This design comes from an exercise in tuning for small area, a short achievable clock period and few clock cycles per item on the open sky130 flow, not from production work.
In this exercise RTL edits were held to simulation tests only and were not proved equivalent to the original.
Power is estimated from default activity; no workload was simulated.

==> wip/willow: inputs <==
## min_priority_queue_core
module min_priority_queue_core #(
   parameter int CAPACITY = mpq_pkg::CAPACITY_DEF
) (
   input  logic                  clock,
   input  logic                  reset,
   input  logic                  req_valid,
   output logic                  req_ready,
   input  mpq_pkg::req_item_type req_item,
   output logic                  rsp_valid,
   input  logic                  rsp_ready,
   output mpq_pkg::rsp_item_type rsp_item
);
==> module min_priority_queue_core, before the edit <==
module min_priority_queue_core #(
   parameter int CAPACITY = mpq_pkg::CAPACITY_DEF
) (
   input  logic                  clock,
   input  logic                  reset,
   input  logic                  req_valid,
   output logic                  req_ready,
   input  mpq_pkg::req_item_type req_item,
   output logic                  rsp_valid,
   input  logic                  rsp_ready,
   output mpq_pkg::rsp_item_type rsp_item
);
   localparam int W  = mpq_pkg::KEY_W;
   localparam int CW = $clog2(CAPACITY + 1);
   logic                          req_ready_ff;
   logic                          s1_valid;
   mpq_pkg::req_item_type         s1_item;
   logic                          out_valid;
   mpq_pkg::rsp_item_type         out_item;
   logic                          spare_valid;
   mpq_pkg::rsp_item_type         spare_item;
   logic [W-1:0]                  mem [CAPACITY];
   logic [W-1:0]                  mem_in [CAPACITY];
   logic [CW-1:0]                 cnt_ff, cnt_in;
   logic                          apply;
   logic                          full;
   logic                          empty;
   logic                          ins;
   logic                          rem;
   logic [mpq_pkg::STATUS_W-1:0]  status_in;
   mpq_pkg::rsp_item_type         res_item;
   logic [W-1:0]                  nb;
   logic [CAPACITY-1:0]           gt;      
   logic                          s1_valid_in;
   logic                          out_valid_in;
   logic                          spare_valid_in;
   logic                          take;
   logic                          out_load_res;
   logic                          out_load_spare;
   logic                          spare_load;
   assign full  = (cnt_ff == CW'(CAPACITY));
   assign empty = (cnt_ff == '0);
   assign apply = s1_valid && !spare_valid;
   assign ins   = apply && (s1_item.opcode == mpq_pkg::OP_INSERT) && !full;
   assign rem   = apply && (s1_item.opcode == mpq_pkg::OP_REMOVE) && !empty;
   assign nb    = {s1_item.key[W-1], ~s1_item.key[W-2:0]};
   for (genvar i = 0; i < CAPACITY; i++) begin : g_slot
      logic             cmp;
      logic             take_i;
      logic             sel_keep, sel_prev, sel_new, sel_next;
      logic [W-1:0]     prev_key, next_key;
      mpq_ctrl #(
         .WIDTH (W)
      ) u_cmp (
         .key (mem[i]),
         .nb  (nb),
         .gt  (cmp)
      );
      assign gt[i]  = (cnt_ff <= CW'(i)) || cmp;
      assign take_i = ins && gt[i];
      if (i == 0) begin : g_first
         assign prev_key = '0;
         assign sel_keep = !rem && !take_i && !reset;
         assign sel_prev = 1'b0;
         assign sel_new  = take_i && !reset;
         assign sel_next = rem && (cnt_ff != CW'(1)) && !reset;
      end else begin : g_rest
         assign prev_key = mem[i-1];
         assign sel_keep = !rem && !take_i;
         assign sel_prev = take_i && gt[i-1];
         assign sel_new  = take_i && !gt[i-1];
         assign sel_next = rem;
      end
      if (i == CAPACITY - 1) begin : g_last
         assign next_key = '0;
      end else begin : g_inner
         assign next_key = mem[i+1];
      end
      mpq_ram #(
         .WIDTH (W)
      ) u_sel (
         .sel_keep (sel_keep),
         .sel_prev (sel_prev),
         .sel_new  (sel_new),
         .sel_next (sel_next),
         .cur      (mem[i]),
         .prev     (prev_key),
         .key      (s1_item.key),
         .next     (next_key),
         .d        (mem_in[i])
      );
   end
   always_comb begin
      status_in = mpq_pkg::ST_OK;
      if (s1_item.opcode == mpq_pkg::OP_INSERT) begin
         if (full) status_in = mpq_pkg::ST_FULL;
      end else if (empty) begin
         status_in = mpq_pkg::ST_EMPTY;
      end
      cnt_in = cnt_ff;
      if (ins) begin
         cnt_in = cnt_ff + CW'(1);
      end else if (rem) begin
         cnt_in = cnt_ff - CW'(1);
      end
   end
   assign res_item.min_key     = mem_in[0];
   assign res_item.entry_count = cnt_in;
   assign res_item.status      = status_in;
   assign take           = out_valid && rsp_ready;
   assign out_load_res   = apply && (!out_valid || rsp_ready);
   assign out_load_spare = spare_valid && rsp_ready;
   assign spare_load     = apply && out_valid && !rsp_ready;
   assign s1_valid_in    = (req_valid && req_ready_ff) || (s1_valid && !apply);
   assign out_valid_in   = apply || spare_valid || (out_valid && !rsp_ready);
   assign spare_valid_in = (spare_valid && !rsp_ready) || spare_load;
   always_ff @(posedge clock) begin
      if (reset) begin
         req_ready_ff <= 1'b1;
         s1_valid     <= 1'b0;
         out_valid    <= 1'b0;
         spare_valid  <= 1'b0;
         cnt_ff       <= '0;
      end else begin
         req_ready_ff <= !s1_valid_in || !spare_valid_in;
         s1_valid     <= s1_valid_in;
         out_valid    <= out_valid_in;
         spare_valid  <= spare_valid_in;
         cnt_ff       <= cnt_in;
      end
      if (req_ready_ff) begin
         s1_item <= req_item;
      end
      if (out_load_res) begin
         out_item <= res_item;
      end else if (out_load_spare) begin
         out_item <= spare_item;
      end
      if (spare_load) begin
         spare_item <= res_item;
      end
      for (int i = 0; i < CAPACITY; i++) begin
         mem[i] <= mem_in[i];
      end
   end
   assign req_ready = req_ready_ff;
   assign rsp_valid = out_valid;
   assign rsp_item  = out_item;
endmodule
clock: 9.0 ns
lec_check: 0
cap_margin: 20
core_margin: 2
core_utilization: 40
slew_margin: 20
synth_hierarchical: 1
run.sh (not shown) runs the stock make flow with config.mk's settings and CLKGATE_MAP_FILE= SYNTH_SCRIPT=/design/flow/synth_recipe.tcl, a recipe that flattens the netlist after the stock synthesis.
==> wip/amber (differences from wip/willow) <==
--- a/flow/design.v
+++ b/flow/design.v
@@ -76,9 +76,15 @@
 );
    localparam int W  = mpq_pkg::KEY_W;
    localparam int CW = $clog2(CAPACITY + 1);
-   logic                          req_ready_ff;
+   localparam int RW = mpq_pkg::KEY_W + mpq_pkg::COUNT_W + mpq_pkg::STATUS_W;
+   logic                          req_ready_ff;    
+   logic                          take_req;        
    logic                          s1_valid;
    mpq_pkg::req_item_type         s1_item;
+   logic                          s2_valid;
+   mpq_pkg::req_item_type         s2_item;
+   logic [CAPACITY-1:0]           gt_ff;       
+   logic [CAPACITY-1:0]           gt_in;
    logic                          out_valid;
    mpq_pkg::rsp_item_type         out_item;
    logic                          spare_valid;
@@ -86,59 +92,82 @@
    logic [W-1:0]                  mem [CAPACITY];
    logic [W-1:0]                  mem_in [CAPACITY];
    logic [CW-1:0]                 cnt_ff, cnt_in;
+   logic                          full_ff, empty_ff;    
    logic                          apply;
+   logic                          adv;
    logic                          full;
    logic                          empty;
-   logic                          ins;
-   logic                          rem;
+   logic                          ins;         
+   logic                          rem;         
+   logic                          ins_ff, rem_ff, ins_in, rem_in;
+   logic [mpq_pkg::OPCODE_W-1:0]  s2_op_in;
+   logic                          out_hold;
    logic [mpq_pkg::STATUS_W-1:0]  status_in;
    mpq_pkg::rsp_item_type         res_item;
-   logic [W-1:0]                  nb;
-   logic [CAPACITY-1:0]           gt;      
+   logic [W-1:0]                  nb;          
+   logic [CAPACITY-1:0]           cmp;         
+   logic                          cmp_new;     
    logic                          s1_valid_in;
+   logic                          s2_valid_in;
    logic                          out_valid_in;
    logic                          spare_valid_in;
-   logic                          take;
    logic                          out_load_res;
    logic                          out_load_spare;
    logic                          spare_load;
-   assign full  = (cnt_ff == CW'(CAPACITY));
-   assign empty = (cnt_ff == '0);
-   assign apply = s1_valid && !spare_valid;
-   assign ins   = apply && (s1_item.opcode == mpq_pkg::OP_INSERT) && !full;
-   assign rem   = apply && (s1_item.opcode == mpq_pkg::OP_REMOVE) && !empty;
+   assign full  = full_ff;
+   assign empty = empty_ff;
+   assign apply = s2_valid && !spare_valid;
+   assign adv   = s1_valid && (!s2_valid || apply);
+   assign ins   = ins_ff;
+   assign rem   = rem_ff;
    assign nb    = {s1_item.key[W-1], ~s1_item.key[W-2:0]};
+   assign take_req = !s1_valid || !s2_valid || !spare_valid;
+   mpq_ctrl #(
+      .WIDTH (W)
+   ) u_cmp_new (
+      .key (s2_item.key),
+      .nb  (nb),
+      .gt  (cmp_new)
+   );
    for (genvar i = 0; i < CAPACITY; i++) begin : g_slot
-      logic             cmp;
       logic             take_i;
       logic             sel_keep, sel_prev, sel_new, sel_next;
       logic [W-1:0]     prev_key, next_key;
+      logic             cmp_prev, cmp_next;
+      logic             key_gt;
+      logic             fix_next;
       mpq_ctrl #(
          .WIDTH (W)
       ) u_cmp (
          .key (mem[i]),
          .nb  (nb),
-         .gt  (cmp)
+         .gt  (key_gt)
       );
-      assign gt[i]  = (cnt_ff <= CW'(i)) || cmp;
-      assign take_i = ins && gt[i];
+      assign cmp[i] = (cnt_ff <= CW'(i)) || key_gt;
+      assign take_i = ins && gt_ff[i];
       if (i == 0) begin : g_first
          assign prev_key = '0;
+         assign cmp_prev = 1'b0;
          assign sel_keep = !rem && !take_i && !reset;
          assign sel_prev = 1'b0;
          assign sel_new  = take_i && !reset;
          assign sel_next = rem && (cnt_ff != CW'(1)) && !reset;
+         assign fix_next = rem;
       end else begin : g_rest
          assign prev_key = mem[i-1];
+         assign cmp_prev = cmp[i-1];
          assign sel_keep = !rem && !take_i;
-         assign sel_prev = take_i && gt[i-1];
-         assign sel_new  = take_i && !gt[i-1];
+         assign sel_prev = take_i && gt_ff[i-1];
+         assign sel_new  = take_i && !gt_ff[i-1];
          assign sel_next = rem;
+         assign fix_next = rem;
       end
       if (i == CAPACITY - 1) begin : g_last
          assign next_key = '0;
+         assign cmp_next = 1'b1;
       end else begin : g_inner
          assign next_key = mem[i+1];
+         assign cmp_next = cmp[i+1];
       end
       mpq_ram #(
          .WIDTH (W)
@@ -149,14 +178,16 @@
          .sel_next (sel_next),
          .cur      (mem[i]),
          .prev     (prev_key),
-         .key      (s1_item.key),
+         .key      (s2_item.key),
          .next     (next_key),
          .d        (mem_in[i])
       );
+      assign gt_in[i] = (sel_keep && cmp[i]) || (sel_prev && cmp_prev)
+                     || (sel_new && cmp_new) || (fix_next && cmp_next);
    end
    always_comb begin
       status_in = mpq_pkg::ST_OK;
-      if (s1_item.opcode == mpq_pkg::OP_INSERT) begin
+      if (s2_item.opcode == mpq_pkg::OP_INSERT) begin
          if (full) status_in = mpq_pkg::ST_FULL;
       end else if (empty) begin
          status_in = mpq_pkg::ST_EMPTY;
@@ -171,35 +202,53 @@
    assign res_item.min_key     = mem_in[0];
    assign res_item.entry_count = cnt_in;
    assign res_item.status      = status_in;
-   assign take           = out_valid && rsp_ready;
    assign out_load_res   = apply && (!out_valid || rsp_ready);
    assign out_load_spare = spare_valid && rsp_ready;
    assign spare_load     = apply && out_valid && !rsp_ready;
-   assign s1_valid_in    = (req_valid && req_ready_ff) || (s1_valid && !apply);
+   assign s1_valid_in    = (req_valid && take_req) || (s1_valid && !adv);
+   assign s2_valid_in    = adv || (s2_valid && !apply);
    assign out_valid_in   = apply || spare_valid || (out_valid && !rsp_ready);
    assign spare_valid_in = (spare_valid && !rsp_ready) || spare_load;
+   assign out_hold       = !out_load_res && !out_load_spare;
+   assign s2_op_in       = adv ? s1_item.opcode : s2_item.opcode;
+   assign ins_in         = s2_valid_in && !spare_valid_in && (s2_op_in == mpq_pkg::OP_INSERT)
+                        && (cnt_in != CW'(CAPACITY));
+   assign rem_in         = s2_valid_in && !spare_valid_in && (s2_op_in == mpq_pkg::OP_REMOVE)
+                        && (cnt_in != '0);
    always_ff @(posedge clock) begin
       if (reset) begin
          req_ready_ff <= 1'b1;
          s1_valid     <= 1'b0;
+         s2_valid     <= 1'b0;
          out_valid    <= 1'b0;
          spare_valid  <= 1'b0;
          cnt_ff       <= '0;
+         full_ff      <= 1'b0;
+         empty_ff     <= 1'b1;
+         ins_ff       <= 1'b0;
+         rem_ff       <= 1'b0;
       end else begin
-         req_ready_ff <= !s1_valid_in || !spare_valid_in;
+         req_ready_ff <= !s1_valid_in || !s2_valid_in || !spare_valid_in;
          s1_valid     <= s1_valid_in;
+         s2_valid     <= s2_valid_in;
          out_valid    <= out_valid_in;
          spare_valid  <= spare_valid_in;
          cnt_ff       <= cnt_in;
-      end
-      if (req_ready_ff) begin
+         full_ff      <= (cnt_in == CW'(CAPACITY));
+         empty_ff     <= (cnt_in == '0);
+         ins_ff       <= ins_in;
+         rem_ff       <= rem_in;
+      end
+      if (take_req) begin
          s1_item <= req_item;
       end
-      if (out_load_res) begin
-         out_item <= res_item;
-      end else if (out_load_spare) begin
-         out_item <= spare_item;
-      end
+      if (adv) begin
+         s2_item <= s1_item;
+         gt_ff   <= gt_in;
+      end
+      out_item <= ({RW{out_load_res}} & res_item)
+                | ({RW{out_load_spare}} & spare_item)
+                | ({RW{out_hold}} & out_item);
       if (spare_load) begin
          spare_item <= res_item;
       end
==> flow/flow/run.sh (new file) <==
#!/bin/bash
set -euo pipefail
bash standard.sh SETUP_SLACK_MARGIN=5.75 finish > standard.log 2>&1
==> flow/standard.sh (new file) <==
#!/bin/bash
# synth_recipe.tcl (not shown) runs the flow's synth.tcl, then flattens the netlist and writes it again
# the make line also repeats each setting of config.mk as NAME=value (left out here)
make -C /OpenROAD-flow-scripts/flow DESIGN_CONFIG=/design/flow/config.mk WORK_HOME=/design/flow/orfs CLKGATE_MAP_FILE= SYNTH_SCRIPT=/design/flow/synth_recipe.tcl "${@:-finish}"
- CTS_CLUSTER_DIAMETER: default -> 80
- CTS_CLUSTER_SIZE: default -> 20
- SETUP_SLACK_MARGIN: default -> 5
removed: flow/run.sh
==> wip/juniper (differences from wip/willow) <==
--- a/flow/design.v
+++ b/flow/design.v
@@ -79,6 +79,10 @@
    logic                          req_ready_ff;
    logic                          s1_valid;
    mpq_pkg::req_item_type         s1_item;
+   logic                          s2_valid;
+   mpq_pkg::req_item_type         s2_item;
+   logic [CAPACITY-1:0]           gt_ff;       
+   logic [CAPACITY-1:0]           gt_in;
    logic                          out_valid;
    mpq_pkg::rsp_item_type         out_item;
    logic                          spare_valid;
@@ -87,6 +91,7 @@
    logic [W-1:0]                  mem_in [CAPACITY];
    logic [CW-1:0]                 cnt_ff, cnt_in;
    logic                          apply;
+   logic                          adv;
    logic                          full;
    logic                          empty;
    logic                          ins;
@@ -94,51 +99,63 @@
    logic [mpq_pkg::STATUS_W-1:0]  status_in;
    mpq_pkg::rsp_item_type         res_item;
    logic [W-1:0]                  nb;
-   logic [CAPACITY-1:0]           gt;      
+   logic [CAPACITY-1:0]           cmp;         
+   logic                          cmp_new;     
    logic                          s1_valid_in;
+   logic                          s2_valid_in;
    logic                          out_valid_in;
    logic                          spare_valid_in;
-   logic                          take;
    logic                          out_load_res;
    logic                          out_load_spare;
    logic                          spare_load;
    assign full  = (cnt_ff == CW'(CAPACITY));
    assign empty = (cnt_ff == '0);
-   assign apply = s1_valid && !spare_valid;
-   assign ins   = apply && (s1_item.opcode == mpq_pkg::OP_INSERT) && !full;
-   assign rem   = apply && (s1_item.opcode == mpq_pkg::OP_REMOVE) && !empty;
+   assign apply = s2_valid && !spare_valid;
+   assign adv   = s1_valid && (!s2_valid || apply);
+   assign ins   = apply && (s2_item.opcode == mpq_pkg::OP_INSERT) && !full;
+   assign rem   = apply && (s2_item.opcode == mpq_pkg::OP_REMOVE) && !empty;
    assign nb    = {s1_item.key[W-1], ~s1_item.key[W-2:0]};
+   mpq_ctrl #(
+      .WIDTH (W)
+   ) u_cmp_new (
+      .key (s2_item.key),
+      .nb  (nb),
+      .gt  (cmp_new)
+   );
    for (genvar i = 0; i < CAPACITY; i++) begin : g_slot
-      logic             cmp;
       logic             take_i;
       logic             sel_keep, sel_prev, sel_new, sel_next;
       logic [W-1:0]     prev_key, next_key;
+      logic             cmp_prev, cmp_next;
       mpq_ctrl #(
          .WIDTH (W)
       ) u_cmp (
          .key (mem[i]),
          .nb  (nb),
-         .gt  (cmp)
+         .gt  (cmp[i])
       );
-      assign gt[i]  = (cnt_ff <= CW'(i)) || cmp;
-      assign take_i = ins && gt[i];
+      assign take_i = ins && gt_ff[i];
       if (i == 0) begin : g_first
          assign prev_key = '0;
+         assign cmp_prev = 1'b0;
          assign sel_keep = !rem && !take_i && !reset;
          assign sel_prev = 1'b0;
          assign sel_new  = take_i && !reset;
          assign sel_next = rem && (cnt_ff != CW'(1)) && !reset;
       end else begin : g_rest
          assign prev_key = mem[i-1];
+         assign cmp_prev = cmp[i-1];
          assign sel_keep = !rem && !take_i;
-         assign sel_prev = take_i && gt[i-1];
-         assign sel_new  = take_i && !gt[i-1];
+         assign sel_prev = take_i && gt_ff[i-1];
+         assign sel_new  = take_i && !gt_ff[i-1];
          assign sel_next = rem;
       end
       if (i == CAPACITY - 1) begin : g_last
          assign next_key = '0;
+         assign cmp_next = 1'b0;
       end else begin : g_inner
          assign next_key = mem[i+1];
+         assign cmp_next = cmp[i+1];
       end
       mpq_ram #(
          .WIDTH (W)
@@ -149,14 +166,17 @@
          .sel_next (sel_next),
          .cur      (mem[i]),
          .prev     (prev_key),
-         .key      (s1_item.key),
+         .key      (s2_item.key),
          .next     (next_key),
          .d        (mem_in[i])
       );
+      assign gt_in[i] = (cnt_in <= CW'(i))
+                     || (sel_keep && cmp[i]) || (sel_prev && cmp_prev)
+                     || (sel_new && cmp_new) || (sel_next && cmp_next);
    end
    always_comb begin
       status_in = mpq_pkg::ST_OK;
-      if (s1_item.opcode == mpq_pkg::OP_INSERT) begin
+      if (s2_item.opcode == mpq_pkg::OP_INSERT) begin
          if (full) status_in = mpq_pkg::ST_FULL;
       end else if (empty) begin
          status_in = mpq_pkg::ST_EMPTY;
@@ -171,29 +191,35 @@
    assign res_item.min_key     = mem_in[0];
    assign res_item.entry_count = cnt_in;
    assign res_item.status      = status_in;
-   assign take           = out_valid && rsp_ready;
    assign out_load_res   = apply && (!out_valid || rsp_ready);
    assign out_load_spare = spare_valid && rsp_ready;
    assign spare_load     = apply && out_valid && !rsp_ready;
-   assign s1_valid_in    = (req_valid && req_ready_ff) || (s1_valid && !apply);
+   assign s1_valid_in    = (req_valid && req_ready_ff) || (s1_valid && !adv);
+   assign s2_valid_in    = adv || (s2_valid && !apply);
    assign out_valid_in   = apply || spare_valid || (out_valid && !rsp_ready);
    assign spare_valid_in = (spare_valid && !rsp_ready) || spare_load;
    always_ff @(posedge clock) begin
       if (reset) begin
          req_ready_ff <= 1'b1;
          s1_valid     <= 1'b0;
+         s2_valid     <= 1'b0;
          out_valid    <= 1'b0;
          spare_valid  <= 1'b0;
          cnt_ff       <= '0;
       end else begin
-         req_ready_ff <= !s1_valid_in || !spare_valid_in;
+         req_ready_ff <= !s1_valid_in || !s2_valid_in || !spare_valid_in;
          s1_valid     <= s1_valid_in;
+         s2_valid     <= s2_valid_in;
          out_valid    <= out_valid_in;
          spare_valid  <= spare_valid_in;
          cnt_ff       <= cnt_in;
       end
       if (req_ready_ff) begin
          s1_item <= req_item;
+      end
+      if (adv) begin
+         s2_item <= s1_item;
+         gt_ff   <= gt_in;
       end
       if (out_load_res) begin
          out_item <= res_item;
- SETUP_SLACK_MARGIN: default -> 5
==> run notes <==
- Flip-flop and latch count: wip/willow < wip/juniper < wip/amber.
- The lowest maximum frequency belongs to wip/willow, the highest to wip/amber.
- Wire length: wip/amber > wip/juniper > wip/willow.
- Non-clock buffer count, highest first: wip/amber, wip/juniper, wip/willow.
- Against wip/willow, the sequential power of wip/amber is higher by 25%.
- The lowest utilization belongs to wip/willow, the highest to wip/amber.
- The highest die area belongs to wip/amber, the lowest to wip/willow.
- The lowest first-iteration DRC count belongs to wip/juniper, the highest to wip/amber.
- wip/willow completed without violations. wip/juniper produced a clean layout. wip/amber ran to the end with no violations.
- Hold slack, highest first: wip/willow, wip/juniper, wip/amber.
- Of wip/amber and wip/willow, wip/amber has the higher via count (gap 2.3%, measured against wip/willow).
==> figures <==
quantity	wip/willow	wip/juniper	wip/amber
Result of the run	no timing/DRC/antenna violations	no timing/DRC/antenna violations	no timing/DRC/antenna violations
Total non-filler cell area in the finished layout	133000 sq um	139000 sq um	140000 sq um
Maximum fanout along the worst path	75	120	22
Met2 wire length	231000 microns	249000 microns	230000 microns
Worst clock skew on the final layout	0.0579 ns	0.0602 ns	0.0639 ns
Length of routed met3 wiring	58300 microns	60600 microns	68900 microns
Core ar.	300000 sq um	311000 sq um	312000 sq um
Final-layout non-clock buffer area share	2.70%	2.95%	4.25%
Setup slack after placement	3.47 ns	4.08 ns	4.31 ns
Multiplexer share of the synthesized area	0.0540%	0.297%	0.138%
Share of total power consumed by net switching	29.9%	29.8%	35.1%
Cell Area, Placed	125000 sq um	129000 sq um	130000 sq um
Post-synthesis share of cell area spent on full adders, half adders and majority gates	1.17%	1.15%	1.15%
Row Count	201	205	205
Total area of sequential cells	44700 sq um	47700 sq um	47400 sq um
Area used by multi-input combinational logic	71100 sq um	72800 sq um	75700 sq um
Register share of total power	45.7%	45.7%	52.7%
Tap cell instance count	3958	4140	4140
Mean number of vias per cell	7.09	7.11	7.06
Post-synth EDFFs	116	214	173
Final core utilization	44.4%	44.7%	44.8%
Headroom to the max-slew limit	16.0%	18.1%	13.8%
Testbench counts of wip/willow, summed over its fixed seeds: cycles 12,016, items 12,000.
Testbench counts of wip/amber, summed over its fixed seeds: cycles 12,024, items 12,000.
Testbench counts of wip/juniper, summed over its fixed seeds: cycles 12,024, items 12,000.

## separate check: timing with driven ports
The results above use ideal ports. As a check the final layouts listed here were re-extracted and re-timed, cells and wires unchanged.
Step 1 sets driving cells, clkbuf_16 on the clock port and buf_2 on the other inputs (assumed; they add their load-dependent delay and slew).
Step 2 times the ports against the registers' clock, not the clock port: input delays grow and output delays shrink by t, the midpoint of the rising clock arrivals with the driver on.
Slacks: no drivers / after step 1 / after step 2; pairs: no drivers / after step 1.
run | t, ns | setup slack, ns | hold slack, ns
wip/willow | 1.039 | 3.121 / 3.121 / 3.121 | 0.520 / 0.520 / 0.520
wip/amber | 1.004 | 5.499 / 5.499 / 4.990 | 0.440 / 0.440 / 0.440
wip/juniper | 1.018 | 4.746 / 4.746 / 4.746 | 0.466 / 0.466 / 0.466
After both steps every run listed still meets setup and hold. For wip/amber, which loses most, drivers alone change the setup slack by 0.000 ns; drivers and shift together by -0.509 ns.
